From an optimization exercise on the open Yosys and OpenROAD flow, aimed at small area, a short achievable clock period and few clock cycles per item; shortcuts taken in it are not production practice.
At most, simulation tests tie the RTL to the original design; equivalence was not proved.
For run 6, only the layout was checked, not whether the RTL still works.
No activity file was given, so power comes from the tool's default toggle rates.

**flow/run.sh**
```bash
#!/bin/bash
# The standard layout, with the port buffers made from the smallest
# buffer cell instead of the delay cell buffer_ports picks by default, and
# the constant outputs left on synthesis's shared tie cells.
set -euo pipefail
export BUFFER_PORTS_ARGS="-buffer_cell sky130_fd_sc_hd__buf_1"
export SKIP_REPAIR_TIE_FANOUT=1
bash standard.sh finish > standard_flow.log 2>&1
```
**standard.sh**
```bash
#!/bin/bash
# synth_recipe.tcl (not shown) runs the flow's synth.tcl, then flattens the netlist and writes it again
# the make line also repeats each setting of config.mk as NAME=value (left out here)
make -C /OpenROAD-flow-scripts/flow DESIGN_CONFIG=/design/flow/config.mk WORK_HOME=/design/flow/orfs CLKGATE_MAP_FILE= SYNTH_SCRIPT=/design/flow/synth_recipe.tcl "${@:-finish}"
```
**config.mk**
```make
export PLATFORM = sky130hd
export DESIGN_NAME = mmu_top
export DESIGN_NICKNAME = mmu_top
export VERILOG_FILES = /design/flow/design.v
export SDC_FILE = /design/flow/constraint.sdc
export NUM_CORES = 4
export LEC_CHECK = 0
export ABC_AREA = 1
export CAP_MARGIN = 20
export CORE_AREA = 2 2 188 188
export CTS_BUF_LIST = sky130_fd_sc_hd__clkbuf_8
export DIE_AREA = 0 0 190 190
export PLACE_DENSITY = 0.4
export SETUP_SLACK_MARGIN = 3.6
export SLEW_MARGIN = 20
export TNS_END_PERCENT = 5
```
**constraint.sdc**
```tcl
create_clock -name core_clock -period 8.5 [get_ports {clk_i}]
set_input_delay 1.7000 -clock core_clock [delete_from_list [all_inputs] [get_ports {clk_i}]]
set_output_delay 1.7000 -clock core_clock [all_outputs]
set_load 0.01 [all_outputs]
```
**design.v**
```verilog
package mmu_pkg;
  typedef logic [39-1:0]    vaddr_t;
  typedef logic [56-1:0]    paddr_t;
  typedef logic [44-1:0]    ppn_t;
  typedef logic [39-13:0]   vpn_t;
  typedef enum logic [1:0] {
    PRIV_LVL_U = 2'b00,
    PRIV_LVL_S = 2'b01,
    PRIV_LVL_M = 2'b11
  } priv_lvl_t;
  typedef struct packed {
    logic [9:0] rsvd;
    ppn_t       ppn;
    logic [1:0] rsw;
    logic       d;
    logic       a;
    logic       g;
    logic       u;
    logic       x;
    logic       w;
    logic       r;
    logic       v;
  } pte_t;
  typedef struct packed {
    logic valid;
    vpn_t vpn;
    pte_t pte;
    logic is_2m;
    logic is_1g;
  } tlb_entry_t;
  typedef struct packed {
    logic hit;
    pte_t pte;
    logic is_2m;
    logic is_1g;
  } tlb_rsp_t;
  typedef enum logic [3:0] {
    EXC_INSTR_ACCESS_FAULT = 4'd1,
    EXC_INSTR_PAGE_FAULT   = 4'd12,
    EXC_LOAD_PAGE_FAULT    = 4'd13,
    EXC_STORE_PAGE_FAULT   = 4'd15
  } exc_cause_t;
  typedef struct packed {
    logic        valid;
    exc_cause_t  cause;
    logic [63:0] tval;
  } exc_t;
  typedef struct packed {
    logic   valid;
    vaddr_t vaddr;
  } walk_req_t;
  typedef struct packed {
    logic       done;
    logic       error;
    vaddr_t     vaddr;
    tlb_entry_t entry;
  } walk_rsp_t;
  typedef enum logic [1:0] {
    IDLE,
    READ,
    WAIT,
    DONE
  } ptw_state_t;
  function automatic paddr_t merge_paddr(ppn_t ppn, vaddr_t vaddr, logic is_2m, logic is_1g);
    paddr_t paddr;
    paddr = {ppn, vaddr[11:0]};
    if (is_2m) begin
      paddr[20:12] = vaddr[20:12];
    end
    if (is_1g) begin
      paddr[29:12] = vaddr[29:12];
    end
    merge_paddr = paddr;
  endfunction
endpackage
`timescale 1ns/100ps
module mmu_top (
  input  logic        clk_i,
  input  logic        rst_ni,
  input  logic        enable_translation_i,
  input  logic        flush_tlb_i,
  input  logic [43:0] satp_ppn_i,
  input  logic [1:0]  priv_lvl_i,
  input  logic [1:0]  ld_st_priv_lvl_i,
  input  logic        sum_i,
  input  logic        fetch_req_i,
  input  logic [38:0] fetch_vaddr_i,
  output logic        fetch_valid_o,
  output logic [55:0] fetch_paddr_o,
  output logic [68:0] fetch_exc_o,
  input  logic        lsu_req_i,
  input  logic        lsu_is_store_i,
  input  logic [38:0] lsu_vaddr_i,
  output logic        lsu_dtlb_hit_o,
  output logic [43:0] lsu_dtlb_ppn_o,
  output logic        lsu_valid_o,
  output logic [55:0] lsu_paddr_o,
  output logic [68:0] lsu_exc_o,
  output logic        mem_req_o,
  output logic [55:0] mem_addr_o,
  input  logic        mem_rvalid_i,
  input  logic [63:0] mem_rdata_i
);
  logic en;
  assign en = enable_translation_i;
  logic        t_v, t_id, t_k1, t_k0, t_fok, t_lok, t_sok;
  logic [26:0] t_vpn;
  logic [43:0] t_ppn;
  logic [26:0] f_vpn, l_vpn;
  logic        f_hit, l_hit;
  assign f_vpn = fetch_vaddr_i[38:12];
  assign l_vpn = lsu_vaddr_i[38:12];
  assign f_hit = t_v && (t_vpn[26:18] == f_vpn[26:18])
                 && (t_k1 || (t_vpn[17:9] == f_vpn[17:9]))
                 && (t_k0 || (t_vpn[8:0] == f_vpn[8:0]));
  assign l_hit = t_v && (t_vpn[26:18] == l_vpn[26:18])
                 && (t_k1 || (t_vpn[17:9] == l_vpn[17:9]))
                 && (t_k0 || (t_vpn[8:0] == l_vpn[8:0]));
  logic        busy_q;    
  logic        own_q;     
  logic [1:0]  lvl_q;     
  logic        arr, leaf, fault, done, cont, free;
  logic [38:0] w_va;
  logic        rd_v, rd_r, rd_w, rd_x, rd_u, rd_a, rd_d;
  logic [43:0] rd_ppn;
  assign rd_v   = mem_rdata_i[0];
  assign rd_r   = mem_rdata_i[1];
  assign rd_w   = mem_rdata_i[2];
  assign rd_x   = mem_rdata_i[3];
  assign rd_u   = mem_rdata_i[4];
  assign rd_a   = mem_rdata_i[6];
  assign rd_d   = mem_rdata_i[7];
  assign rd_ppn = mem_rdata_i[53:10];
  assign w_va = own_q ? lsu_vaddr_i : fetch_vaddr_i;
  assign leaf = rd_r || rd_x;
  assign arr  = busy_q && mem_rvalid_i;
  assign cont = arr && rd_v && !rd_r && !rd_w && !rd_x && (lvl_q != 2'd0);
  assign done = arr && !cont;
  assign free = !busy_q || done;
  always_comb begin
    fault = !rd_v || (rd_w && !rd_r);
    if (leaf) begin
      if (!rd_a) fault = 1'b1;
      if (lvl_q == 2'd2 && rd_ppn[17:0] != '0) fault = 1'b1;
      if (lvl_q == 2'd1 && rd_ppn[8:0] != '0) fault = 1'b1;
    end else if (lvl_q == 2'd0) begin
      fault = 1'b1;
    end
  end
  logic lv_q, lf_q, fill;
  assign fill    = done && !fault && !flush_tlb_i;
  logic covered;
  assign covered = done && leaf
                   && (fetch_vaddr_i[38:30] == lsu_vaddr_i[38:30])
                   && (lvl_q == 2'd2 || fetch_vaddr_i[29:21] == lsu_vaddr_i[29:21])
                   && (lvl_q != 2'd0 || fetch_vaddr_i[20:12] == lsu_vaddr_i[20:12]);
  logic l_sel, f_sel, l_go, f_go, start, canon;
  assign canon = (fetch_vaddr_i[38] == fetch_vaddr_i[37]);
  assign l_sel = lsu_req_i && en && !lv_q && !lf_q && !(busy_q && own_q);
  assign f_sel = fetch_req_i && en && canon && !(busy_q && !own_q);
  logic l_pri;
  assign l_pri = l_sel;
  assign l_go  = l_pri && !l_hit;
  assign f_go  = !l_pri && f_sel && !f_hit;
  assign start = free && !covered && (l_go || f_go);
  logic [8:0] s_idx, c_idx;
  assign s_idx = l_pri ? lsu_vaddr_i[38:30] : fetch_vaddr_i[38:30];
  assign c_idx = (lvl_q == 2'd2) ? w_va[29:21] : w_va[20:12];
  assign mem_req_o  = cont || start;
  assign mem_addr_o = cont ? {rd_ppn, c_idx, 3'b000} : {satp_ppn_i, s_idx, 3'b000};
  always_ff @(posedge clk_i or negedge rst_ni) begin
    if (!rst_ni) begin
      busy_q <= 1'b0;
    end else begin
      busy_q <= mem_req_o || (busy_q && !mem_rvalid_i);
    end
  end
  always_ff @(posedge clk_i) begin
    if (cont) begin
      lvl_q <= lvl_q - 2'd1;
    end else if (start) begin
      lvl_q <= 2'd2;
      own_q <= l_pri;
    end
  end
  logic        fw, lw;
  logic [43:0] f_ppn, l_ppn;
  logic        fw_flt, lw_flt;
  assign fw    = busy_q && !own_q && mem_rvalid_i;
  assign lw    = busy_q && own_q && mem_rvalid_i;
  assign f_ppn = {t_ppn[43:27],
                  t_ppn[26:18] | (f_vpn[26:18] & {9{t_id}}),
                  t_ppn[17:9]  | (f_vpn[17:9]  & {9{t_k1}}),
                  t_ppn[8:0]   | (f_vpn[8:0]   & {9{t_k0}})};
  assign l_ppn = {t_ppn[43:27],
                  t_ppn[26:18] | (l_vpn[26:18] & {9{t_id}}),
                  t_ppn[17:9]  | (l_vpn[17:9]  & {9{t_k1}}),
                  t_ppn[8:0]   | (l_vpn[8:0]   & {9{t_k0}})};
  logic w_fok, w_lok, w_sok, w_lpriv;
  assign w_fok   = rd_x && !((priv_lvl_i == 2'b00) && !rd_u) && !((priv_lvl_i == 2'b01) && rd_u);
  assign w_lpriv = !((ld_st_priv_lvl_i == 2'b01) && rd_u && !sum_i)
                   && !((ld_st_priv_lvl_i == 2'b00) && !rd_u);
  assign w_lok   = rd_r && w_lpriv;
  assign w_sok   = rd_w && rd_d && w_lpriv;
  assign fw_flt = (fw && fault) || !t_fok;
  assign lw_flt = (lw && fault) || (lsu_is_store_i ? !t_sok : !t_lok);
  assign lsu_dtlb_hit_o     = lsu_req_i && (!en || l_hit);
  assign lsu_dtlb_ppn_o     = l_ppn;
  always_ff @(posedge clk_i or negedge rst_ni) begin
    if (!rst_ni) begin
      lv_q <= 1'b0;
      lf_q <= 1'b0;
    end else begin
      lv_q <= lsu_dtlb_hit_o && !lsu_valid_o && !(fill && !covered);
      lf_q <= fill && own_q;
    end
  end
  assign lsu_valid_o        = lv_q || lf_q || (lw && fault);
  assign lsu_paddr_o        = {l_ppn, lsu_vaddr_i[11:0]};
  assign lsu_exc_o[68]      = en && lw_flt;
  assign lsu_exc_o[67:64]   = lsu_is_store_i ? 4'd15 : 4'd13;
  assign lsu_exc_o[63:0]    = {25'd0, lsu_vaddr_i};
  assign fetch_valid_o      = fetch_req_i && (!en || !canon || f_hit || (fw && fault));
  assign fetch_paddr_o      = {f_ppn, fetch_vaddr_i[11:0]};
  assign fetch_exc_o[68]    = en && (!canon || fw_flt);
  assign fetch_exc_o[67:64] = canon ? 4'd12 : 4'd1;
  assign fetch_exc_o[63:0]  = {25'd0, fetch_vaddr_i};
  always_ff @(posedge clk_i or negedge rst_ni) begin
    if (!rst_ni) begin
      t_v <= 1'b0;
    end else if (flush_tlb_i || !en || (!fetch_req_i && !lsu_req_i)) begin
      t_v <= 1'b0;
    end else if (fill) begin
      t_v <= 1'b1;
    end
  end
  always_ff @(posedge clk_i) begin
    t_id <= !en;
    if (!en) begin
      t_ppn <= '0;
      t_k1  <= 1'b1;
      t_k0  <= 1'b1;
    end else if (fill) begin
      t_ppn <= rd_ppn;
      t_k1  <= (lvl_q == 2'd2);
      t_k0  <= (lvl_q != 2'd0);
    end
    if (fill) begin
      t_vpn <= w_va[38:12];
      t_fok <= w_fok;
      t_lok <= w_lok;
      t_sok <= w_sok;
    end
  end
endmodule
```
==> results of run 1 <==
## kinds of logic after synthesis
logic type / share of synthesized area [%]
buffers and inverters: 33.4
XOR/XNOR: 4.91
multiplexers: 0.147
flip-flops: 26.5
AO/OA/AOI/OAI: 16.1
other: 0.0979
adder cells (fa/ha/maj): 0.489
AND/OR/NAND/NOR: 18.4
## per-layer routing
layer / routed length [um] / part of all wire (%) / track usage, % / vias up
met5: 0 / 0 / 0 / -
met2: 13900 / 46 / 26.1 / 269
met3: 1690 / 5.6 / 2.71 / 19
met1: 14100 / 47 / 21.4 / 3380
li1: - / - / - / 3706
met4: 357 / 1.2 / 3.40 / 0
## power breakdown
| group | internal (mW) | leakage, nW | switching, mW | total [mW] |
|---|---|---|---|---|
| Combinational | 0.0960 | 2.70 | 0.209 | 0.305 |
| Clock | 0.109 | 0.0958 | 0.176 | 0.284 |
| Sequential | 0.426 | 0.728 | 0.00851 | 0.435 |
| Total | 0.631 | 3.53 | 0.393 | 1.02 |
## final timing paths
check	from	to	slack [ps]	cells after the start
worst max-delay path	enable_translation_i	mem_addr_o[9]	3670	9
worst min-delay path	t_ppn[19]	t_ppn[19]	520	2
worst max register to register	lvl_q[0]	t_ppn[17]	5480	14
worst min register to register	t_ppn[19]	t_ppn[19]	520	2
max in group asynchronous	rst_ni	busy_q	7080	1
min in group asynchronous	rst_ni	t_v	1190	1
## cell usage after synthesis
library cell | n | share of area (%)
o211ai_1 | 1 | 0.098
dfrtp_1 | 4 | 1.3
nor2_1 | 85 | 4.2
nand4_1 | 10 | 0.82
nand3_2 | 1 | 0.13
a21oi_1 | 49 | 3.2
nand2_1 | 231 | 11
o21ai_1 | 7 | 0.46
o22ai_1 | 5 | 0.41
conb_1 | 2 | 0.098
dfxtp_1 | 47 | 12
inv_2 | 6 | 0.29
nand3_1 | 16 | 1.0
nor2_2 | 1 | 0.082
a31oi_1 | 2 | 0.16
mux2_2 | 1 | 0.15
nand2_4 | 1 | 0.15
nor2_4 | 2 | 0.29
edfxtp_1 | 33 | 13
o21ai_0 | 174 | 11
buf_2 | 7 | 0.46
o21a_1 | 1 | 0.098
inv_1 | 146 | 7.1
o211ai_2 | 2 | 0.33
xor2_1 | 15 | 1.7
nor3_1 | 4 | 0.26
buf_6 | 4 | 0.59
ha_1 | 3 | 0.49
clkbuf_1 | 26 | 1.3
xnor2_1 | 28 | 3.2
buf_4 | 241 | 24
inv_4 | 1 | 0.082
nand2_2 | 2 | 0.16
## critical path, delay by kind of cell
kind / cells / cell delay, ps
AO/OA/AOI/OAI: 4 / 590
buffers and inverters: 4 / 740
AND/OR/NAND/NOR: 1 / 100
## cell type report
type	count	area (um^2)	area share, %
sequential	84	2030	24.6
tap	455	569	6.89
clock inverter	7	51.3	0.621
timing repair buffer	419	1740	21.1
clock buffer	9	124	1.50
multi-input combinational	643	3160	38.2
inverter	153	589	7.13
## timing repair
| action | CTS | global route |
|---|---|---|
| cloned | 1 | 2 |
| endpoints found under the hold margin | 0 | 0 |
| setup buffers | 0 | 0 |
| pin swaps | 0 | 2 |
| gates resized for setup | 52 | 47 |
| setup endpoints to repair | 50 | 21 |
==> out/metrics.csv, run 1 <==
metric;value;unit
outcome;no timing/DRC/antenna violations;
CTS tree;done;
slowest stage delay, CP;200;ps
RSZ-0062 raised after global routing;true;
initial antenna violation count;0;
Layout area overhead;7.69;%
Worst Tran Pin Value;956;ps
largest net degree at the start of global routing;82;
max reg flops;44;
fin cells;1770;
total power;1.02;mW
n_diodes;0;
die area;36100;um^2
IO Count;553;
clock sinks;84;
Longest Clk Path Bufs;2;
yosys warns;1;
Leak;3.53;nW
CTS Buf Count;9;
clk slew on worst S/H paths;100;ps
Die X;190;um
top flop regs;t_ppn: 44 flops, t_vpn: 27 flops, lvl_q: 2 flops;
cells along the critical path;clkbuf_4, buf_12, nand3_1, a21oi_2, buf_6, a21oi_1, o21ai_1, o21ai_0, buf_1;
gr usage total;15.8;%
first-pass GRT wire length;42300;um
CP required;6800;ps
Final Cell Area;8270;um^2
fin crit period;4830;ps
Post-Synthesis Cells;1158;
period utilisation layout;56.8;%
grt ovf;0;
Power Dens Cells;124;nW/um^2
wire length per cell;17.0;um
layout cell share with drive strength beyond 1;8.59;%
commonest cells after routing, fill and taps aside;buf_1, nand2_1, o21ai_0, inv_1, nor2_1;
Port Buf Inserts;410;
Hold WS;524;ps
Crit-path slowest cell;buf_6;
Arrival @ worst endpoint;3130;ps
hold_buf cts;0;
core area;34300;um^2
placed instance area;7840;um^2
placed cells;1751;
Worst-Skew Late Latency;380;ps
H-tree levels;3;
most common cell after layout, fill and taps aside;buf_1;
via count;7374;
detailed placement HPWL;23200;um
Worst Hold Class;flop to flop;
post-layout util;24.1;%
final wirelength;30000;um
Post-Route Skew;23.2;ps
pre-CTS WS;3090;ps
Setup Crit Path Kind;primary input to output port;
vias in the first global route;6619;
row count;68;
flop and latch count out of synthesis;84;
nets@finish;1512;
Reg with most FFs;t_ppn;
Starting Density;22.4;%
Startpoint Class;primary input;
synthesized area;7670;um^2
Crit Path Max Fanout;13;
synth unique cells;33;
routability cong.;0.862;
Max VDD drop;0.0537;mV
Via density;4.17;
Final Hold Viols;0;
Crit. End Element;output port;
Pre-antenna DRT Iters;5;
post-synthesis sequential area ratio;26.5;%
post-route ant nets;0;
Die H;190;um
# DRC;0;
Avg Inst Size Synth;6.63;um^2
relative max-transition margin;36.3;%
fmax;0.207;GHz
drt initial violations;326;
Finish-stage setup viols;0;
final slew viol count;0;
# fillers;4006;
max-cap check violation count;0;
CTS root buffer;clkbuf_8;
syn_nets;1360;
Setup TNS Final;0;ps
setup ws final;3670;ps
Testbench counts, summed over its fixed seeds: cycles 85,496, items 23,040.
==> run 2, diff against run 1 <==
--- a/config.mk
+++ b/config.mk
@@ -8,8 +8,9 @@
 export ABC_AREA = 1
 export CAP_MARGIN = 20
+export CELL_PAD_IN_SITES_DETAIL_PLACEMENT = 0
+export CELL_PAD_IN_SITES_GLOBAL_PLACEMENT = 0
 export CORE_AREA = 2 2 188 188
 export CTS_BUF_LIST = sky130_fd_sc_hd__clkbuf_8
 export DIE_AREA = 0 0 190 190
-export PLACE_DENSITY = 0.4
 export SETUP_SLACK_MARGIN = 3.6
 export SLEW_MARGIN = 20
==> run 2 against run 1 <==
- maximum frequency up 0.31%
- clock power shrank 5%
- combinational power is essentially flat
- still clean on timing, DRC and antenna
==> out/metrics.csv, run 2 <==
metric;value;unit;change
Worst path depth;13;;+4
CTS Buf Count;9;;unchanged
CP required;6800;ps;about the same
CTS tree;done;;
Final Cell Area;8310;um^2;+0.48%
first-pass GRT wire length;42000;um;-0.64%
most frequent cell after synthesis;buf_4;;
Layout area overhead;8.22;%;
grt ovf;0;;unchanged
top area cells in the synthesized netlist;buf_4, edfxtp_1, dfxtp_1, o21ai_0, nand2_1;;
Post-synth EDFFs;33;;unchanged
Worst Setup EP;mem_req_o;;
period utilisation layout;56.7;%;-0.18 points
fin crit period;4820;ps;-14.9 ps
Via density;4.26;;+2.4%
Pre-antenna DRT Iters;5;;unchanged
yosys warns;1;;unchanged
share of the synthesized area in the top cell type;23.6;%;unchanged
Sw Share;38.3;%;-0.12 points
Logic pwr share;30.3;%;+0.5 points
max reg flops;44;;unchanged
commonest cells after routing, fill and taps aside;buf_1, nand2_1, o21ai_0, inv_1, nor2_1;;
largest net degree at the start of global routing;74;;-9.8%
Power Dens Cells;122;nW/um^2;-1.9%
RSZ-0062 raised after global routing;true;;
Post-Synthesis Cells;1158;;unchanged
detailed placement HPWL;23400;um;+0.56%
clk slew on worst S/H paths;80;ps;-20 ps
Synth area leader;buf_4;;
nets@finish;1518;;+0.40%
placed instance area;7840;um^2;about the same
Longest Clk Path Bufs;2;;unchanged
outcome;no timing/DRC/antenna violations;;
worst reg2reg endpoint;t_ppn[17];;
NetSw;386;uW;-1.8%
Setup crit start;lsu_vaddr_i[35];;
Crit path top cell by count;nand2_1;;
die area;36100;um^2;unchanged
IO Count;553;;unchanged
initial antenna violation count;0;;unchanged
WP buf/inv;4;;unchanged
clock sinks;84;;unchanged
layout cell share with drive strength beyond 1;9.01;%;+0.42 points
Clk network pwr share;26.8;%;-1.0 points
Crit-path slowest cell;nor2_4;;
Leak;3.54;nW;+0.24%
Die H;190;um;unchanged
cells along the critical path;buf_1, inv_2, nand2_1, nand4_1, nor2_4, nand2_1, nor2_2, nand3_2, nand2_1, inv_1, nand2_2, nand2_2, buf_4;;
Top Layer Used;met4;;
Startpoint Class;primary input;;
most common cell after layout, fill and taps aside;buf_1;;
Met2 Wirelength;13600;um;-1.8%
met1 wire length;13500;um;-4.3%
metal3 WL;2140;um;+27%
Crit. End Element;output port;;
top flop regs;t_ppn: 44 flops, t_vpn: 27 flops, lvl_q: 2 flops;;
post-layout util;24.2;%;+0.12 points
Reg with most FFs;t_ppn;;
flop and latch count out of synthesis;84;;unchanged
syn_nets;1360;;unchanged
Flop pwr share;42.9;%;+0.4 points
vias in the first global route;6664;;+0.68%
core area;34300;um^2;unchanged
slowest stage delay, CP;200;ps;about the same
Top Family by Delay on Critical Path;simple AND/OR/NAND/NOR gates;;
via count;7578;;+2.8%
Synth top cells by count;buf_4, nand2_1, o21ai_0;;
drt initial violations;510;;+56%
row count;68;;unchanged
synth unique cells;33;;unchanged
fmax;0.208;GHz;+0.31%
H-tree levels;3;;unchanged
Max VDD drop;0.0511;mV;-4.7%
Setup Crit Path Kind;primary input to output port;;
Worst Tran Pin Value;843;ps;-113 ps
synthesized area;7670;um^2;unchanged
final wirelength;29900;um;-0.29%
Int Power;623;uW;-1.2%
gr usage total;15.8;%;+0.061 points
routability cong.;0.882;;+2.3%
r2r setup slk;5770;ps;+290 ps
Avg Inst Size Synth;6.63;um^2;unchanged
Die X;190;um;unchanged
Post-Route Skew;13.0;ps;-10.2 ps
Worst-Skew Late Latency;380;ps;about the same
Final Hold Viols;0;;unchanged
wire length per cell;16.8;um;-0.68%
Post-synth ARST share;4.76;%;unchanged
Finish-stage setup viols;0;;unchanged
Arrival @ worst endpoint;3120;ps;about the same
Hold WS;527;ps;+3.24 ps
post-route ant nets;0;;unchanged
relative max-transition margin;43.8;%;+7.5 points
max-cap check violation count;0;;unchanged
post-synthesis sequential area ratio;26.5;%;unchanged
r2r startpoint;lvl_q[0];;
# DRC;0;;unchanged
Starting Density;22.4;%;unchanged
CTS root buffer;clkbuf_8;;
Setup TNS Final;0;ps;unchanged
Crit Path Max Fanout;5;;-8
Worst Hold Class;flop to flop;;
dominant synthesized flop cell;dfxtp_1;;
final slew viol count;0;;unchanged
FF-to-FF path depth;14;;unchanged
Port Buf Inserts;410;;unchanged
[run 2: per-stage QoR]
step                setup slack, ps  total power, mW  cells
detailed placement             2650            0.734   1750
global route                   3540             1.07   1776
floorplan                      4110            0.668   1158
global placement               2700            0.732   1750
CTS                            3590             1.03   1774
finish                         3680             1.01   1777
[run 2: kinds of logic (layout without fill, tap and decap cells)]
logic type / after synthesis / count (layout) / share of synthesized area [%]
mux: 1 / 1 / 0.147
compound gates: 241 / 241 / 16.1
other cells: 2 / 3 / 0.0979
flops: 84 / 84 / 26.5
simple gates: 353 / 355 / 18.4
fa+ha+maj: 3 / 3 / 0.489
xor+xnor: 43 / 43 / 4.91
buf+inv: 431 / 592 / 33.4
[run 2: what timing repair did]
action | 4_1_cts | 5_1_grt
setup endpoints to repair | 40 | 11
gates resized for setup | 53 | 42
setup buffers | 6 | 2
hold buffers | 0 | 0
gates cloned | 2 | 0
pin swaps | 3 | 12
[run 2: worst reg2reg max path, cell delays in order (launching register included)]
cell,delay [ps]
edfxtp_1,430
inv_1,100
ha_1,160
inv_1,110
nand2_1,120
nor2_4,70
nand2_8,130
inv_16,90
nor2_4,160
buf_4,120
nand2_2,50
nor2_4,100
buf_4,620
o21ai_0,270
a21oi_1,140
[run 2: area by class of cell]
type / instances / area (um^2)
fill: 3926 / 26000
multi-input combinational: 645 / 3230
sequential: 84 / 2030
timing repair buffer: 423 / 1720
inverter: 153 / 593
tap: 455 / 569
clock buffer: 9 / 124
clock inverter: 7 / 36.3
antenna: 1 / 2.50
[run 2: how the worst min path moves through the flow]
stage                          end  cells after the start  slack, ps  startpoint
after global routing      t_ppn[5]                      2        550    t_ppn[5]
after CTS                 t_ppn[0]                      2        530    t_ppn[0]
after floorplan           t_ppn[4]                      2        490    t_ppn[4]
after detailed placement  t_ppn[0]                      2        510    t_ppn[0]
after global placement    t_ppn[3]                      2        510    t_ppn[3]
final                     t_ppn[0]                      2        530    t_ppn[0]
[run 2: power groups by stage]
stage                     Clock, mW  Sequential (mW)  Combinational, mW
final                         0.270            0.433              0.306
after floorplan                   0            0.439              0.230
after global routing          0.300            0.434              0.340
after detailed placement          0            0.442              0.292
after global placement            0            0.442              0.290
after CTS                     0.287            0.433              0.306
[run 2: routing by layer]
layer  up-vias  track usage, %
met4         0            5.34
met5         -               0
met1      3471            21.2
li1       3713               -
met3        35            3.97
met2       359            24.8
==> run 3, diff against run 2 <==
--- a/config.mk
+++ b/config.mk
@@ -8,6 +8,4 @@
 export ABC_AREA = 1
 export CAP_MARGIN = 20
-export CELL_PAD_IN_SITES_DETAIL_PLACEMENT = 0
-export CELL_PAD_IN_SITES_GLOBAL_PLACEMENT = 0
 export CORE_AREA = 2 2 188 188
 export CTS_BUF_LIST = sky130_fd_sc_hd__clkbuf_8
@@ -15,3 +13,3 @@
 export SETUP_SLACK_MARGIN = 3.6
 export SLEW_MARGIN = 20
-export TNS_END_PERCENT = 5
+export TNS_END_PERCENT = 20
==> run 3 against run 2 <==
- still clean
- global-route usage is the same
- worst hold slack is the same
- via count is the same
==> out/metrics.csv, run 3 <==
metric;value;unit;change
Pre-antenna DRT Iters;5;;unchanged
most common cell after layout, fill and taps aside;buf_1;;
Max VDD drop;0.0511;mV;unchanged
max-cap check violation count;0;;unchanged
Port Buf Inserts;410;;unchanged
row count;68;;unchanged
Longest Clk Path Bufs;2;;unchanged
fin crit period;4820;ps;unchanged
commonest cells after routing, fill and taps aside;buf_1, nand2_1, o21ai_0, inv_1, nor2_1;;
Arrival @ worst endpoint;3120;ps;about the same
clock sinks;84;;unchanged
largest net degree at the start of global routing;74;;unchanged
area of the multi-input gates;3230;um^2;unchanged
Setup TNS Final;0;ps;unchanged
Crit path top cell by count;nand2_1;;
Layout area overhead;8.22;%;unchanged
hold_buf cts;0;;unchanged
Via density;4.26;;unchanged
vias in the first global route;6664;;unchanged
detailed placement HPWL;23400;um;unchanged
NetSw;386;uW;unchanged
Avg Inst Size Synth;6.63;um^2;unchanged
top flop regs;t_ppn: 44 flops, t_vpn: 27 flops, lvl_q: 2 flops;;
CTS Buf Count;9;;unchanged
period utilisation layout;56.7;%;unchanged
Startpoint Class;primary input;;
fmax;0.208;GHz;unchanged
gr usage total;15.8;%;unchanged
outcome;no timing/DRC/antenna violations;;
post-layout util;24.2;%;unchanged
Sw Share;38.3;%;unchanged
drt initial violations;510;;unchanged
syn_nets;1360;;unchanged
Post-Route Skew;13.0;ps;unchanged
RSZ-0062 raised after global routing;true;;
Power Dens Cells;122;nW/um^2;unchanged
Int Power;623;uW;unchanged
Final Hold Viols;0;;unchanged
Reg with most FFs;t_ppn;;
WP buf/inv;4;;unchanged
Post-Synthesis Cells;1158;;unchanged
final wirelength;29900;um;unchanged
Worst Tran Pin Value;843;ps;unchanged
Crit. End Element;output port;;
Setup Crit Path Kind;primary input to output port;;
CP required;6800;ps;about the same
clk slew on worst S/H paths;80;ps;about the same
initial antenna violation count;0;;unchanged
cells along the critical path;buf_1, inv_2, nand2_1, nand4_1, nor2_4, nand2_1, nor2_2, nand3_2, nand2_1, inv_1, nand2_2, nand2_2, buf_4;;
post-synthesis sequential area ratio;26.5;%;unchanged
yosys warns;1;;unchanged
Worst Hold Class;flop to flop;;
Flop pwr share;42.9;%;about the same
CTS tree;done;;
Starting Density;22.4;%;unchanged
die area;36100;um^2;unchanged
Crit Path Max Fanout;5;;unchanged
Leak;3.54;nW;unchanged
CTS root buffer;clkbuf_8;;
Clk network pwr share;26.8;%;about the same
routability cong.;0.882;;unchanged
nets@finish;1518;;unchanged
dominant synthesized flop cell;dfxtp_1;;
Finish-stage setup viols;0;;unchanged
Post-synth EDFFs;33;;unchanged
synthesized area;7670;um^2;unchanged
relative max-transition margin;43.8;%;unchanged
Post-synth ARST share;4.76;%;unchanged
first-pass GRT wire length;42000;um;unchanged
post-route ant nets;0;;unchanged
H-tree levels;3;;unchanged
# DRC;0;;unchanged
total power;1.01;mW;unchanged
# fillers;3926;;unchanged
IO Count;553;;unchanged
share of the synthesized area in the top cell type;23.6;%;unchanged
slowest stage delay, CP;200;ps;about the same
flop and latch count out of synthesis;84;;unchanged
core area;34300;um^2;unchanged
Synth top cells by count;buf_4, nand2_1, o21ai_0;;
Die H;190;um;unchanged
synth unique cells;33;;unchanged
grt ovf;0;;unchanged
Logic pwr share;30.3;%;about the same
Top Family by Delay on Critical Path;simple AND/OR/NAND/NOR gates;;
layout cell share with drive strength beyond 1;9.01;%;unchanged
final slew viol count;0;;unchanged
most frequent cell after synthesis;buf_4;;
wire length per cell;16.8;um;unchanged
Synth area leader;buf_4;;
top area cells in the synthesized netlist;buf_4, edfxtp_1, dfxtp_1, o21ai_0, nand2_1;;
Die X;190;um;unchanged
Worst-Skew Late Latency;380;ps;about the same
Register Area;2030;um^2;unchanged
via count;7578;;unchanged
Crit-path slowest cell;nor2_4;;
max reg flops;44;;unchanged
[run 3: cell counts after synthesis]
Identical to the previous run, type by type.
[run 3: worst reg2reg max path, cell delays in order (launching register included)]
cell	delay [ps]
edfxtp_1	430
inv_1	100
ha_1	160
inv_1	110
nand2_1	120
nor2_4	70
nand2_8	130
inv_16	90
nor2_4	160
buf_4	120
nand2_2	50
nor2_4	100
buf_4	620
o21ai_0	270
a21oi_1	140
[run 3: per-layer routing]
layer / wire [um] / global-route usage, %
met1: 13500 / 21.2
met2: 13600 / 24.8
met3: 2140 / 3.97
met4: 666 / 5.34
met5: 0 / 0
[run 3: area by class of cell]
| class | instances | area share [%] |
|---|---|---|
| inverter | 153 | 7.14 |
| clock buffer | 9 | 1.49 |
| antenna | 1 | 0.0301 |
| tap | 455 | 6.85 |
| sequential | 84 | 24.5 |
| multi-input combinational | 645 | 38.9 |
| clock inverter | 7 | 0.437 |
| timing repair buffer | 423 | 20.7 |
[run 3: cells by family (layout without fill, tap and decap cells)]
logic type,Yosys count,in the layout,synth area share [%]
AO/OA/AOI/OAI,241,241,16.1
other,2,3,0.0979
adder cells (fa/ha/maj),3,3,0.489
buffers and inverters,431,592,33.4
multiplexers,1,1,0.147
XOR/XNOR,43,43,4.91
AND/OR/NAND/NOR,353,355,18.4
flip-flops,84,84,26.5
[run 3: final timing paths]
kind | cells past startpoint | endpoint | from | slack, ps
worst max-delay path | 13 | mem_req_o | lsu_vaddr_i[35] | 3680
worst min-delay path | 2 | t_ppn[0] | t_ppn[0] | 530
worst max register to register | 14 | t_ppn[17] | lvl_q[0] | 5770
worst min register to register | 2 | t_ppn[0] | t_ppn[0] | 530
max in group asynchronous | 1 | lv_q | rst_ni | 7150
min in group asynchronous | 1 | busy_q | rst_ni | 1150
[run 3: stage by stage]
| stage | hold slack, ps | worst slack, ps | instances | cell area, um^2 |
|---|---|---|---|---|
| final | 527 | 3680 | 1777 | 8310 |
| after global routing | 550 | 3540 | 1776 | 8300 |
| after CTS | 529 | 3590 | 1774 | 8200 |
| after detailed placement | 511 | 2650 | 1750 | 7840 |
| after global placement | 509 | 2700 | 1750 | 7840 |
| after floorplan | 490 | 4110 | 1158 | 7670 |
[run 3: power by group through the flow]
stage / clock network [mW] / logic, mW / registers [mW]
after floorplan: 0 / 0.230 / 0.439
after global placement: 0 / 0.290 / 0.442
after detailed placement: 0 / 0.292 / 0.442
after CTS: 0.287 / 0.306 / 0.433
after global routing: 0.300 / 0.340 / 0.434
final: 0.270 / 0.306 / 0.433
[run 3: timing repair]
item | CTS | global route
gates resized for setup | 53 | 42
gates cloned | 2 | 0
pin swaps | 3 | 12
endpoints found under the setup margin | 40 | 11
setup buffers | 6 | 2
==> run 4, diff against run 3 <==
--- a/config.mk
+++ b/config.mk
@@ -13,3 +13,3 @@
 export SETUP_SLACK_MARGIN = 3.6
 export SLEW_MARGIN = 20
-export TNS_END_PERCENT = 20
+export TNS_END_PERCENT = 5
==> run 4 against run 3 <==
- still clean
- worst hold slack unchanged
- die area unchanged
- count of clock-buffer cells in the layout stayed put
- sequential power barely moved
- power did not move
- synthesized cell count unchanged
- first-iteration DRC count is the same
- design area unchanged
- register-to-register slack barely moved
- clock skew unchanged
- global-route usage stayed put
- sequential cell count unchanged
==> out/metrics.csv, run 4 <==
metric;value;unit;change
outcome;no timing/DRC/antenna violations;;
die area;36100;um^2;unchanged
Leak;3.54;nW;unchanged
max-cap check violation count;0;;unchanged
setup ws final;3680;ps;unchanged
hold_buf cts;0;;unchanged
post-synthesis sequential area ratio;26.5;%;unchanged
Layout area overhead;8.22;%;unchanged
largest net degree at the start of global routing;74;;unchanged
RSZ-0062 raised after global routing;true;;
first-pass GRT wire length;42000;um;unchanged
Synth top cells by count;buf_4, nand2_1, o21ai_0;;
Cells on Worst Hold Path;2;;unchanged
H-tree levels;3;;unchanged
Arrival @ worst endpoint;3120;ps;about the same
yosys warns;1;;unchanged
Worst Hold Class;flop to flop;;
initial antenna violation count;0;;unchanged
Port Buf Inserts;410;;unchanged
relative max-transition margin;43.8;%;unchanged
Max VDD drop;0.0511;mV;unchanged
nets@finish;1518;;unchanged
core area;34300;um^2;unchanged
Startpoint Class;primary input;;
Crit-path slowest cell;nor2_4;;
Reg with most FFs;t_ppn;;
placed cells;1750;;unchanged
CTS Buf Count;9;;unchanged
final slew viol count;0;;unchanged
Die H;190;um;unchanged
Avg Inst Size Synth;6.63;um^2;unchanged
period utilisation layout;56.7;%;unchanged
Pre-antenna DRT Iters;5;;unchanged
Post-Synthesis Cells;1158;;unchanged
via count;7578;;unchanged
slowest stage delay, CP;200;ps;about the same
dominant synthesized flop cell;dfxtp_1;;
syn_nets;1360;;unchanged
FF-to-FF path depth;14;;unchanged
fin cells;1777;;unchanged
row count;68;;unchanged
routability cong.;0.882;;unchanged
gr usage total;15.8;%;unchanged
synthesized area;7670;um^2;unchanged
Post-synth ARST share;4.76;%;unchanged
pre-CTS WS;2650;ps;unchanged
Power Dens Cells;122;nW/um^2;unchanged
CTS root buffer;clkbuf_8;;
final wirelength;29900;um;unchanged
Finish-stage setup viols;0;;unchanged
Final Hold Viols;0;;unchanged
most frequent cell after synthesis;buf_4;;
Crit. End Element;output port;;
# DRC;0;;unchanged
layout cell share with drive strength beyond 1;9.01;%;unchanged
max reg flops;44;;unchanged
grt ovf;0;;unchanged
Final Cell Area;8310;um^2;unchanged
Setup Crit Path Kind;primary input to output port;;
IO Count;553;;unchanged
Post-Route Skew;13.0;ps;unchanged
Top Family by Delay on Critical Path;simple AND/OR/NAND/NOR gates;;
Worst-Skew Late Latency;380;ps;about the same
fmax;0.208;GHz;unchanged
post-route ant nets;0;;unchanged
Crit path top cell by count;nand2_1;;
Starting Density;22.4;%;unchanged
top area cells in the synthesized netlist;buf_4, edfxtp_1, dfxtp_1, o21ai_0, nand2_1;;
Synth area leader;buf_4;;
CP required;6800;ps;about the same
Worst Tran Pin Value;843;ps;unchanged
Die X;190;um;unchanged
clock sinks;84;;unchanged
Longest Clk Path Bufs;2;;unchanged
WP buf/inv;4;;unchanged
most common cell after layout, fill and taps aside;buf_1;;
r2r setup slk;5770;ps;about the same
Crit Path Max Fanout;5;;unchanged
placed instance area;7840;um^2;unchanged
Via density;4.26;;unchanged
fin crit period;4820;ps;unchanged
detailed placement HPWL;23400;um;unchanged
share of the synthesized area in the top cell type;23.6;%;unchanged
synth unique cells;33;;unchanged
Worst path depth;13;;unchanged
clk slew on worst S/H paths;80;ps;about the same
CTS tree;done;;
cells along the critical path;buf_1, inv_2, nand2_1, nand4_1, nor2_4, nand2_1, nor2_2, nand3_2, nand2_1, inv_1, nand2_2, nand2_2, buf_4;;
flop and latch count out of synthesis;84;;unchanged
vias in the first global route;6664;;unchanged
Setup TNS Final;0;ps;unchanged
Post-synth EDFFs;33;;unchanged
drt initial violations;510;;unchanged
top flop regs;t_ppn: 44 flops, t_vpn: 27 flops, lvl_q: 2 flops;;
commonest cells after routing, fill and taps aside;buf_1, nand2_1, o21ai_0, inv_1, nor2_1;;
wire length per cell;16.8;um;unchanged
run 4: cell counts after synthesis:
Identical to the previous run, type by type.
run 4: final timing paths:
kind / end / from
worst max-delay path: mem_req_o / lsu_vaddr_i[35]
worst min-delay path: t_ppn[0] / t_ppn[0]
worst max register to register: t_ppn[17] / lvl_q[0]
worst min register to register: t_ppn[0] / t_ppn[0]
max in group asynchronous: lv_q / rst_ni
min in group asynchronous: busy_q / rst_ni
run 4: what timing repair did:
action                                  CTS  global route
pin swaps                                 3            12
endpoints found under the setup margin   40            11
gates resized for setup                  53            42
buffers inserted                          6             2
cloned                                    2             0
run 4: worst reg2reg max path: stages (launching register included):
cell and delay (ps):
edfxtp_1 430, inv_1 100, ha_1 160, inv_1 110
nand2_1 120, nor2_4 70, nand2_8 130, inv_16 90
nor2_4 160, buf_4 120, nand2_2 50, nor2_4 100
buf_4 620, o21ai_0 270, a21oi_1 140
run 4: report_power, final:
part,switching [mW],internal [mW]
sequential,0.00705,0.426
combinational,0.211,0.0942
clock,0.168,0.103
run 4: area by class of cell:
type | count | area (um^2)
tap | 455 | 569
fill | 3926 | 26000
sequential | 84 | 2030
multi-input combinational | 645 | 3230
clock inverter | 7 | 36.3
antenna | 1 | 2.50
inverter | 153 | 593
timing repair buffer | 423 | 1720
clock buffer | 9 | 124
run 4: cell families (layout without fill, tap and decap cells):
kind of cell / after synthesis / in the layout / synth area share [%]
fa+ha+maj: 3 / 3 / 0.489
other cells: 2 / 3 / 0.0979
buf+inv: 431 / 592 / 33.4
compound gates: 241 / 241 / 16.1
simple gates: 353 / 355 / 18.4
mux: 1 / 1 / 0.147
xor+xnor: 43 / 43 / 4.91
flops: 84 / 84 / 26.5
run 4: metal layers:
| metal | part of all wire (%) | GRT usage, % | routed length [um] | vias to the layer above |
|---|---|---|---|---|
| met5 | 0 | 0 | 0 | - |
| met4 | 2.2 | 5.34 | 666 | 0 |
| met3 | 7.2 | 3.97 | 2140 | 35 |
| met2 | 46 | 24.8 | 13600 | 359 |
| met1 | 45 | 21.2 | 13500 | 3471 |
| li1 | - | - | - | 3713 |
run 4: through the flow:
step                utilization (%)  hold slack [ps]  total power, mW
floorplan                         -              490            0.668
global placement               22.9              509            0.732
detailed placement             22.9              511            0.734
CTS                            23.9              529             1.03
global route                   24.2              550             1.07
finish                         24.2              527             1.01
==> run 5, diff against run 4 <==
--- a/config.mk
+++ b/config.mk
@@ -11,4 +11,5 @@
 export CTS_BUF_LIST = sky130_fd_sc_hd__clkbuf_8
 export DIE_AREA = 0 0 190 190
+export GPL_ROUTABILITY_DRIVEN = 0
 export SETUP_SLACK_MARGIN = 3.6
 export SLEW_MARGIN = 20
==> run 5 against run 4 <==
- clock skew increased by 1.5 ps
- core utilization down 0.069 points
- first-iteration DRC count rose by 7.8%
- cell count decreased by 0.23%
- critical path depth shrank 3
- power grew 4.6%
- critical path type unchanged
==> out/metrics.csv, run 5 <==
metric;value;unit;change
IO Count;553;;unchanged
Arrival @ worst endpoint;3160;ps;+40 ps
Crit. End Element;output port;;
core area;34300;um^2;unchanged
Worst Hold Class;flop to flop;;
first-pass GRT wire length;42300;um;+0.82%
period utilisation layout;57.2;%;+0.51 points
r2r setup slk;5440;ps;-330 ps
Leak;3.53;nW;-0.16%
Power Dens Cells;127;nW/um^2;+4.9%
Max VDD drop;0.0512;mV;+0.22%
via count;7625;;+0.62%
Setup crit start;mem_rdata_i[24];;
syn_nets;1360;;unchanged
share of the synthesized area in the top cell type;23.6;%;unchanged
clock sinks;84;;unchanged
Port Buf Inserts;410;;unchanged
vias in the first global route;6629;;-0.53%
post-route ant nets;0;;unchanged
yosys warns;1;;unchanged
largest net degree at the start of global routing;74;;unchanged
most frequent cell after synthesis;buf_4;;
Worst Tran Pin Value;845;ps;+2.87 ps
grt ovf;0;;unchanged
Die H;190;um;unchanged
CTS tree;done;;
nets@finish;1516;;-0.13%
Post-synth EDFFs;33;;unchanged
top flop regs;t_ppn: 44 flops, t_vpn: 27 flops, lvl_q: 2 flops;;
layout cell share with drive strength beyond 1;7.59;%;-1.4 points
post-synthesis sequential area ratio;26.5;%;unchanged
relative max-transition margin;43.6;%;-0.19 points
row count;68;;unchanged
Setup TNS Final;0;ps;unchanged
Worst Setup EP;lsu_valid_o;;
most common cell after layout, fill and taps aside;buf_1;;
max reg flops;44;;unchanged
GR Util met1;21.5;%;+0.34 points
H-tree levels;3;;unchanged
Finish-stage setup viols;0;;unchanged
detailed placement HPWL;23000;um;-1.5%
gr usage total;16.1;%;+0.31 points
CTS Buf Count;9;;unchanged
n_diodes;0;;-1
Avg Inst Size Synth;6.63;um^2;unchanged
worst reg2reg endpoint;t_ppn[16];;
wire length per cell;17.3;um;+2.6%
CP required;6800;ps;about the same
Crit Path Max Fanout;4;;-1
Via density;4.30;;+0.85%
Post-Route Skew;14.5;ps;+1.47 ps
Synth area leader;buf_4;;
commonest cells after routing, fill and taps aside;buf_1, nand2_1, o21ai_0, inv_1, nor2_1;;
M2 GR Usage;25.6;%;+0.81 points
Longest Clk Path Bufs;2;;unchanged
Top Usage Layer GRT;met2;;
drt initial violations;550;;+7.8%
dominant synthesized flop cell;dfxtp_1;;
Post-synth ARST share;4.76;%;unchanged
final wirelength;30600;um;+2.3%
fmax;0.206;GHz;-0.89%
RSZ-0062 raised after global routing;true;;
fin crit period;4860;ps;+43.2 ps
Worst-Skew Late Latency;380;ps;about the same
Pre-antenna DRT Iters;5;;unchanged
max-cap check violation count;0;;unchanged
Starting Density;22.4;%;unchanged
FF-to-FF path depth;14;;unchanged
clk slew on worst S/H paths;80;ps;about the same
# DRC;0;;unchanged
Setup Crit Path Kind;primary input to output port;;
synth unique cells;33;;unchanged
Post-Synthesis Cells;1158;;unchanged
die area;36100;um^2;unchanged
outcome;no timing/DRC/antenna violations;;
final slew viol count;0;;unchanged
top area cells in the synthesized netlist;buf_4, edfxtp_1, dfxtp_1, o21ai_0, nand2_1;;
Synth top cells by count;buf_4, nand2_1, o21ai_0;;
met3 Resource Use GR;4.11;%;+0.15 points
initial antenna violation count;0;;unchanged
Final Hold Viols;0;;unchanged
r2r startpoint;lvl_q[0];;
placed cells;1749;;-0.057%
Layout area overhead;7.91;%;
Die X;190;um;unchanged
fin cells;1773;;-0.23%
CTS root buffer;clkbuf_8;;
synthesized area;7670;um^2;unchanged
flop and latch count out of synthesis;84;;unchanged
Reg with most FFs;t_ppn;;
Startpoint Class;primary input;;
==> run 5: where the power goes <==
group | total (mW) | leakage [nW] | internal [mW] | switching [mW]
clock network | 0.318 | 0.114 | 0.160 | 0.158
logic | 0.304 | 2.69 | 0.0924 | 0.212
registers | 0.433 | 0.728 | 0.426 | 0.00717
total | 1.06 | 3.53 | 0.679 | 0.377
==> run 5: cell families (layout without fill, tap and decap cells) <==
family                     count (synthesis)  in the layout  share of synthesized area (%)
DFF                                       84             84                           26.5
muxes                                      1              1                          0.147
other                                      2              2                         0.0979
and+or+nand+nor                          353            356                           18.4
adders and majority gates                  3              3                          0.489
buffers and inverters                    431            588                           33.4
AOI/OAI and AO/OA                        241            241                           16.1
xor gates and xnor gates                  43             43                           4.91
==> run 5: worst max-delay path, cell delays in order <==
cell and delay (ps):
buf_1 70, inv_1 140, nand4_1 100, nor2_1 310, nand2_1 90, nand2_1 150
nand3_2 160, a21oi_1 220, inv_1 60, buf_1 160
==> run 5: worst min-delay path by stage <==
stage                         from        to  slack, ps  depth (start not counted)
after floorplan           t_ppn[4]  t_ppn[4]        490                          2
after global placement    t_ppn[0]  t_ppn[0]        510                          2
after detailed placement  t_ppn[5]  t_ppn[5]        520                          2
after CTS                 t_ppn[5]  t_ppn[5]        530                          2
after global routing      t_ppn[0]  t_ppn[0]        560                          2
final                     t_ppn[0]  t_ppn[0]        530                          2
==> run 5: timing repair <==
item	in CTS	in global routing
pin swaps	3	1
buffers inserted	6	0
gates resized for setup	35	39
setup endpoints to repair	59	39
hold buffers	0	0
cloned	3	0
hold endpoints to repair	0	0
==> run 5: area by class of cell <==
| class | count | area [um^2] |
|---|---|---|
| Fill cell | 3911 | 26000 |
| Clock buffer | 9 | 124 |
| Inverter | 153 | 593 |
| Multi-Input combinational cell | 646 | 3200 |
| Clock inverter | 6 | 75.1 |
| Timing Repair Buffer | 420 | 1680 |
| Tap cell | 455 | 569 |
| Sequential cell | 84 | 2030 |
==> run 5: per-stage QoR <==
stage          power (mW)  instance area (um^2)  utilization, %  worst slack [ps]  hold slack [ps]
3_5_place_dp        0.733                  7830            22.8              2330              516
4_1_cts              1.07                  8210            23.9              3480              531
6_report             1.06                  8280            24.2              3640              533
3_3_place_gp        0.732                  7830            22.8              2420              509
5_1_grt              1.12                  8280            24.2              3490              561
2_1_floorplan       0.668                  7670               -              4110              490
==> run 5: layer usage <==
layer	part of all wire, %	vias to the layer above	wire [um]
li1	-	3699	-
met1	45	3558	13800
met2	46	342	14100
met3	7.1	26	2170
met4	2.0	0	599
met5	0	-	0
==> run 6, diff against run 5 <==
--- a/design.v
+++ b/design.v
@@ -151,5 +151,5 @@
   assign fill    = done && !fault && !flush_tlb_i;
   logic covered;
-  assign covered = done && leaf
+  assign covered = done && leaf && (own_q ? fetch_req_i : lsu_req_i)
                    && (fetch_vaddr_i[38:30] == lsu_vaddr_i[38:30])
                    && (lvl_q == 2'd2 || fetch_vaddr_i[29:21] == lsu_vaddr_i[29:21])
--- a/config.mk
+++ b/config.mk
@@ -11,5 +11,4 @@
 export CTS_BUF_LIST = sky130_fd_sc_hd__clkbuf_8
 export DIE_AREA = 0 0 190 190
-export GPL_ROUTABILITY_DRIVEN = 0
 export SETUP_SLACK_MARGIN = 3.6
 export SLEW_MARGIN = 20
==> run 6 against run 5 <==
- count of clock-buffer cells in the layout is 1 higher
- via count down 0.10%
- global-route usage fell by 0.27 points
- register-to-register slack about the same
- highest routed layer is now met5
==> out/metrics.csv, run 6 <==
metric;value;unit;change
outcome;no timing/DRC/antenna violations;;
synth unique cells;33;;unchanged
Synth area leader;buf_4;;
fmax;0.205;GHz;-0.23%
worst reg2reg endpoint;t_ppn[22];;
FF-to-FF path depth;13;;-1
fin crit period;4870;ps;+11.0 ps
total power;1.14;mW;+8.1%
layout cell share with drive strength beyond 1;7.00;%;-0.58 points
Post-Synthesis Cells;1170;;+1.0%
Setup TNS Final;0;ps;unchanged
Avg Inst Size Synth;6.59;um^2;-0.51%
IO Count;553;;unchanged
commonest cells after routing, fill and taps aside;buf_1, nand2_1, o21ai_0, inv_1, nor2_1;;
Startpoint Class;primary input;;
Synth top cells by count;nand2_1, buf_4, o21ai_0;;
wire length per cell;16.8;um;-3.0%
RSZ-0062 raised after global routing;true;;
gr usage total;15.9;%;-0.27 points
final slew viol count;0;;unchanged
Via density;4.27;;-0.72%
Worst Hold Class;flop to flop;;
Die H;190;um;unchanged
Reg with most FFs;t_ppn;;
CTS root buffer;clkbuf_8;;
post-layout util;24.3;%;+0.17 points
Starting Density;22.5;%;+0.12 points
routability cong.;0.893;;
syn_nets;1372;;+0.88%
Worst Tran Pin Value;999;ps;+153 ps
most common cell after layout, fill and taps aside;buf_1;;
post-route ant nets;0;;unchanged
die area;36100;um^2;unchanged
nets@finish;1525;;+0.59%
synthesized area;7710;um^2;+0.52%
metal3 WL;1930;um;-11%
Max VDD drop;0.0822;mV;+60%
core area;34300;um^2;unchanged
Cells on Worst Hold Path;2;;unchanged
dominant synthesized flop cell;dfxtp_1;;
Register Area;2030;um^2;unchanged
Setup Crit Path Kind;primary input to output port;;
CTS Buf Count;9;;unchanged
initial antenna violation count;2;;+2
Crit Path Max Fanout;11;;+7
max-cap check violation count;0;;unchanged
r2r startpoint;lvl_q[0];;
via count;7617;;-0.10%
Post-synth EDFFs;33;;unchanged
# DRC;0;;unchanged
row count;68;;unchanged
vias in the first global route;6861;;+3.5%
detailed placement HPWL;23700;um;+3.1%
Worst-Skew Late Latency;390;ps;about the same
met1 wire length;13200;um;-4.0%
largest net degree at the start of global routing;92;;+24%
max reg flops;44;;unchanged
Post-synth ARST share;4.76;%;unchanged
r2r setup slk;5430;ps;about the same
top flop regs;t_ppn: 44 flops, t_vpn: 27 flops, lvl_q: 2 flops;;
Pre-antenna DRT Iters;5;;unchanged
Arrival @ worst endpoint;3170;ps;about the same
Layout area overhead;8.11;%;
top area cells in the synthesized netlist;buf_4, edfxtp_1, nand2_1, dfxtp_1, o21ai_0;;
hold worst-path end;t_ppn[5];;
Die X;190;um;unchanged
post-synthesis sequential area ratio;26.3;%;-0.14 points
period utilisation layout;57.3;%;+0.13 points
CTS tree;done;;
drt initial violations;458;;-17%
clock sinks;84;;unchanged
Leak;3.58;nW;+1.3%
clk slew on worst S/H paths;100;ps;+20 ps
most frequent cell after synthesis;nand2_1;;
# fillers;3862;;-1.3%
Power Dens Cells;137;nW/um^2;+7.3%
yosys warns;1;;unchanged
Post-Route Skew;18.7;ps;+4.24 ps
grt ovf;0;;unchanged
Top Layer Used;met5;;
CP required;6800;ps;about the same
Longest Clk Path Bufs;2;;unchanged
Final Hold Viols;0;;unchanged
share of the synthesized area in the top cell type;23.5;%;-0.12 points
H-tree levels;3;;unchanged
flop and latch count out of synthesis;84;;unchanged
final wirelength;29900;um;-2.4%
Crit. End Element;output port;;
Port Buf Inserts;410;;unchanged
Finish-stage setup viols;0;;unchanged
area of the multi-input gates;3190;um^2;-0.39%
first-pass GRT wire length;42300;um;-0.13%
Met2 Wirelength;14000;um;-0.34%
beginning of the worst hold path;t_ppn[5];;
relative max-transition margin;33.4;%;-10 points
## run 6: cell count changes after synthesis, sizes merged, moves of 2 or more
cell | previous run | this run
clkbuf | 26 | 24
nand2 | 234 | 257
nor2 | 88 | 82
nor3 | 4 | 6
o21ai | 181 | 177
o22ai | 5 | 0
xnor2 | 28 | 31
xor2 | 15 | 12
## run 6: cells by family after synthesis
kind of cell	count (synthesis)	share of synthesized area (%)
buffers and inverters	431	33.2
and+or+nand+nor	373	19.4
AOI/OAI and AO/OA	233	15.4
DFF	84	26.3
xor gates and xnor gates	43	4.88
adders and majority gates	3	0.487
other	2	0.0973
muxes	1	0.146
## run 6: power breakdown
| group | switching (mW) | total (mW) | leakage, nW | internal (mW) |
|---|---|---|---|---|
| logic | 0.205 | 0.296 | 2.71 | 0.0912 |
| registers | 0.00711 | 0.433 | 0.728 | 0.426 |
| clock network | 0.178 | 0.411 | 0.137 | 0.234 |
## run 6: cell type report
class,count,area share (%)
Multi-Input combinational cell,655,38.3
Antenna cell,1,0.0300
Inverter,154,7.11
Clock inverter,6,1.59
Clock buffer,10,1.65
Tap cell,455,6.83
Timing Repair inverter,1,0.105
Sequential cell,84,24.4
Timing Repair Buffer,418,20.1
## run 6: worst max-delay path by stage
| stage | startpoint | end | slack [ps] | cells past startpoint |
|---|---|---|---|---|
| 3_5_place_dp | enable_translation_i | mem_req_o | 2730 | 10 |
| 2_1_floorplan | fetch_vaddr_i[37] | mem_req_o | 4110 | 9 |
| 5_1_grt | mem_rvalid_i | mem_addr_o[4] | 3520 | 9 |
| 6_report | mem_rdata_i[0] | mem_addr_o[4] | 3630 | 9 |
| 4_1_cts | mem_rdata_i[3] | mem_addr_o[17] | 3580 | 9 |
| 3_3_place_gp | enable_translation_i | mem_req_o | 2770 | 10 |
## run 6: metrics by stage
stage | std cells | worst slack (ps) | cell area (um^2) | hold WS, ps
2_1_floorplan | 1170 | 4110 | 7710 | 490
3_3_place_gp | 1762 | 2770 | 7870 | 511
3_5_place_dp | 1762 | 2730 | 7870 | 515
4_1_cts | 1778 | 3580 | 8260 | 535
5_1_grt | 1784 | 3520 | 8340 | 549
6_report | 1784 | 3630 | 8340 | 531
## run 6: critical path: stages
cell      delay (ps)
buf_1            180
nand2_1           90
nor2_2           170
nand2_4          130
clkinv_8          80
buf_4            190
o21ai_0          140
o21ai_0          290
buf_1            200
## run 6: timing repair
action,4_1_cts,5_1_grt
gates resized for setup,50,14
pin swaps,0,4
hold buffers,0,0
setup buffers,0,4
cloned,0,1
setup endpoints to repair,58,23
## run 6: layer usage
metal  track usage [%]  vias to the layer above
li1                  -                     3721
met1              20.8                     3480
met2              26.3                      372
met3              2.88                       42
met4              5.25                        2
met5                 0                        -
==> run 7, diff against run 6 <==
--- a/design.v
+++ b/design.v
@@ -151,5 +151,5 @@
   assign fill    = done && !fault && !flush_tlb_i;
   logic covered;
-  assign covered = done && leaf && (own_q ? fetch_req_i : lsu_req_i)
+  assign covered = done && leaf
                    && (fetch_vaddr_i[38:30] == lsu_vaddr_i[38:30])
                    && (lvl_q == 2'd2 || fetch_vaddr_i[29:21] == lsu_vaddr_i[29:21])
--- a/config.mk
+++ b/config.mk
@@ -9,5 +9,7 @@
 export CAP_MARGIN = 20
 export CORE_AREA = 2 2 188 188
-export CTS_BUF_LIST = sky130_fd_sc_hd__clkbuf_8
+export CTS_BUF_LIST = sky130_fd_sc_hd__clkbuf_16
+export CTS_CLUSTER_DIAMETER = 150
+export CTS_CLUSTER_SIZE = 30
 export DIE_AREA = 0 0 190 190
 export SETUP_SLACK_MARGIN = 3.6
==> run 7 against run 6 <==
- critical path type unchanged
- non-clock buffer count increased by 5
- worst hold slack got worse by 7.4 ps
- still clean
- routed wire length about the same
==> out/metrics.csv, run 7 <==
metric;value;unit;change
outcome;no timing/DRC/antenna violations;;
most frequent cell after synthesis;buf_4;;
syn_nets;1360;;-0.87%
Avg Inst Size Synth;6.63;um^2;+0.51%
most common cell after layout, fill and taps aside;buf_1;;
hold_buf cts;0;;unchanged
clock sinks;84;;unchanged
Power Dens Cells;133;nW/um^2;-3.0%
top flop regs;t_ppn: 44 flops, t_vpn: 27 flops, lvl_q: 2 flops;;
relative max-transition margin;45.0;%;+12 points
Int Power;715;uW;-4.8%
wire length per cell;16.8;um;+0.34%
Clk network pwr share;33.8;%;-2.2 points
Post-Synthesis Cells;1158;;-1.0%
period utilisation layout;56.8;%;-0.53 points
IO Count;553;;unchanged
fin crit period;4830;ps;-44.9 ps
synth unique cells;33;;unchanged
clk slew on worst S/H paths;60;ps;-40 ps
Crit-path slowest cell;nor2_4;;
grt ovf;0;;unchanged
drt initial violations;500;;+9.2%
vias in the first global route;6657;;-3.0%
Layout area overhead;9.54;%;
H-tree levels;3;;unchanged
setup ws final;3670;ps;+44.9 ps
post-layout util;24.5;%;+0.19 points
cells along the critical path;buf_1, inv_2, nand2_1, nand4_1, nor2_4, nand2_1, nor2_2, nand3_2, nand2_1, inv_1, nand2_2, nand2_2, buf_4;;
max reg flops;44;;unchanged
first-pass GRT wire length;41900;um;-0.82%
Top Family by Delay on Critical Path;simple AND/OR/NAND/NOR gates;;
Sw Share;35.9;%;+1.7 points
yosys warns;1;;unchanged
core area;34300;um^2;unchanged
CTS Buf Count;9;;unchanged
post-synthesis sequential area ratio;26.5;%;+0.14 points
Worst Tran Pin Value;824;ps;-175 ps
RSZ-0062 raised after global routing;true;;
slowest stage delay, CP;200;ps;-90 ps
gr usage total;15.8;%;-0.064 points
Die X;190;um;unchanged
top area cells in the synthesized netlist;buf_4, edfxtp_1, dfxtp_1, o21ai_0, nand2_1;;
Crit. End Element;output port;;
dominant synthesized flop cell;dfxtp_1;;
Final Hold Viols;0;;unchanged
total power;1.12;mW;-2.3%
Worst-Skew Late Latency;350;ps;-40 ps
Post-synth ARST share;4.76;%;unchanged
# fillers;3921;;+1.5%
Finish-stage setup viols;0;;unchanged
max-cap check violation count;0;;unchanged
# DRC;0;;unchanged
nets@finish;1518;;-0.46%
largest net degree at the start of global routing;74;;-20%
share of the synthesized area in the top cell type;23.6;%;+0.12 points
Startpoint Class;primary input;;
initial antenna violation count;0;;-2
row count;68;;unchanged
Worst Hold Class;flop to flop;;
placed cells;1750;;-0.68%
via count;7623;;+0.079%
pre-CTS WS;2650;ps;-86.3 ps
Synth top cells by count;buf_4, nand2_1, o21ai_0;;
Reg with most FFs;t_ppn;;
die area;36100;um^2;unchanged
Longest Clk Path Bufs;2;;unchanged
commonest cells after routing, fill and taps aside;buf_1, nand2_1, o21ai_0, inv_1, nor2_1;;
post-route ant nets;0;;unchanged
Max VDD drop;0.0696;mV;-15%
flop and latch count out of synthesis;84;;unchanged
routability cong.;0.882;;-1.3%
Port Buf Inserts;410;;unchanged
Via density;4.29;;+0.47%
Setup TNS Final;0;ps;unchanged
Pre-antenna DRT Iters;5;;unchanged
Leak;3.58;nW;+0.13%
Arrival @ worst endpoint;3130;ps;-40 ps
layout cell share with drive strength beyond 1;9.01;%;+2.0 points
Post-synth EDFFs;33;;unchanged
fin cells;1777;;-0.39%
detailed placement HPWL;23400;um;-1.6%
Starting Density;22.4;%;-0.12 points
CTS tree;done;;
Synth area leader;buf_4;;
Crit path top cell by count;nand2_1;;
CP required;6800;ps;about the same
final slew viol count;0;;unchanged
fmax;0.207;GHz;+0.93%
Crit Path Max Fanout;5;;-6
Setup Crit Path Kind;primary input to output port;;
Post-Route Skew;8.38;ps;-10.3 ps
final wirelength;29900;um;about the same
Logic pwr share;27.4;%;+1.4 points
Die H;190;um;unchanged
CTS root buffer;clkbuf_16;;
WP buf/inv;4;;unchanged
Flop pwr share;38.9;%;+0.9 points
synthesized area;7670;um^2;-0.52%
NetSw;400;uW;+2.6%
run 7: cell count changes in the layout (fill, tap and decap cells not counted), moves of 4 or more:
cell,delta
buf_1,-11
bufinv_16,-4
nor2_4,+5
clkbuf_2,+14
nand2_1,-24
buf_4,+7
clkbuf_8,-10
clkbuf_16,+9
o22ai_1,+5
buf_2,-4
run 7: routing by layer:
layer	vias up	track usage (%)	routed length, um
met3	33	3.82	2260
met5	-	0	0
met2	380	25.0	13900
met1	3492	21.3	13300
li1	3718	-	-
met4	0	4.71	493
run 7: repair_timing:
| action | 4_1_cts | 5_1_grt |
|---|---|---|
| gates resized for setup | 53 | 42 |
| pin swaps | 3 | 12 |
| buffers inserted | 6 | 2 |
| cloned | 2 | 0 |
| setup endpoints to repair | 40 | 11 |
run 7: stage by stage:
step	instance area, um^2	hold WS, ps
6_report	8410	524
5_1_grt	8400	546
4_1_cts	8300	525
3_5_place_dp	7840	511
3_3_place_gp	7840	509
2_1_floorplan	7670	490
run 7: kinds of logic after synthesis:
| family | share of synthesized area, % |
|---|---|
| buffers and inverters | 33.4 |
| multiplexers | 0.147 |
| adder cells (fa/ha/maj) | 0.489 |
| AND/OR/NAND/NOR | 18.4 |
| AO/OA/AOI/OAI | 16.1 |
| flip-flops | 26.5 |
| other | 0.0979 |
| XOR/XNOR | 4.91 |
run 7: power by group through the flow:
stage | clock, mW | sequential [mW] | combinational [mW]
after floorplan | 0 | 0.439 | 0.230
after global placement | 0 | 0.442 | 0.290
after detailed placement | 0 | 0.442 | 0.292
after CTS | 0.391 | 0.433 | 0.306
after global routing | 0.405 | 0.434 | 0.339
final | 0.377 | 0.433 | 0.305
run 7: layout make-up:
| class | count | area (um^2) | share of cell area, % |
|---|---|---|---|
| clock inverters | 7 | 36.3 | 0.432 |
| multi-input cells | 645 | 3230 | 38.4 |
| inverters | 153 | 593 | 7.05 |
| well taps | 455 | 569 | 6.77 |
| flip-flops and latches | 84 | 2030 | 24.2 |
| clock buffers | 9 | 225 | 2.68 |
| repair buffers | 423 | 1720 | 20.4 |
| diodes | 1 | 2.50 | 0.0298 |
run 7: final timing paths:
check | startpoint | end | slack (ps) | cells past startpoint
setup / recovery | lsu_vaddr_i[35] | mem_req_o | 3670 | 13
hold / removal | t_ppn[3] | t_ppn[3] | 520 | 2
setup reg to reg | lvl_q[0] | t_ppn[17] | 5800 | 14
hold reg to reg | t_ppn[3] | t_ppn[3] | 520 | 2
max in group asynchronous | rst_ni | lv_q | 7110 | 1
min in group asynchronous | rst_ni | t_v | 1180 | 1
run 7: worst min-delay path, cell delays in order (launching register included):
cell     delay (ps)
dfxtp_1         310
o21ai_1         120
a21oi_1          40
Testbench counts of run 7, summed over its fixed seeds: cycles 85,496, items 23,040.

==> separate check: timing with driven ports <==
In the flow no input, the clock included, has a driving cell. The finished layouts below were timed again as built, in two steps. Step 1 assumes that a clkbuf_16 drives the clock port and a buf_2 every other input. Step 2 moves the port delays by t, midway between the first and last clock arrival at a register: inputs arrive t later, outputs are due t later. That takes back most of the time a late clock gives input paths. a / b / c = ideal ports / drivers / drivers and shift; a / b = the first two.
| run | shift t [ns] | setup WS [ns] | hold slack, ns | worst register clock-pin slew, ns | cell pins on the clock port's net |
|---|---|---|---|---|---|
| run 1 | 0.410 | 3.668 / 3.646 / 3.646 | 0.524 / 0.524 / 0.524 | 0.12 / 0.12 | 1 |
| run 2 | 0.418 | 3.683 / 3.653 / 3.653 | 0.527 / 0.527 / 0.527 | 0.10 / 0.10 | 1 |
| run 3 | 0.418 | 3.683 / 3.653 / 3.653 | 0.527 / 0.527 / 0.527 | 0.10 / 0.10 | 1 |
| run 4 | 0.418 | 3.683 / 3.653 / 3.653 | 0.527 / 0.527 / 0.527 | 0.10 / 0.10 | 1 |
| run 5 | 0.416 | 3.640 / 3.617 / 3.617 | 0.533 / 0.533 / 0.533 | 0.10 / 0.10 | 1 |
| run 6 | 0.423 | 3.629 / 3.595 / 3.595 | 0.531 / 0.531 / 0.531 | 0.11 / 0.11 | 1 |
| run 7 | 0.399 | 3.674 / 3.644 / 3.644 | 0.524 / 0.524 / 0.524 | 0.07 / 0.07 | 1 |
After both steps every run listed still meets setup and hold. The setup slack of run 6, which loses most, moves by -0.034 ns with the drivers and by -0.034 ns with both steps.
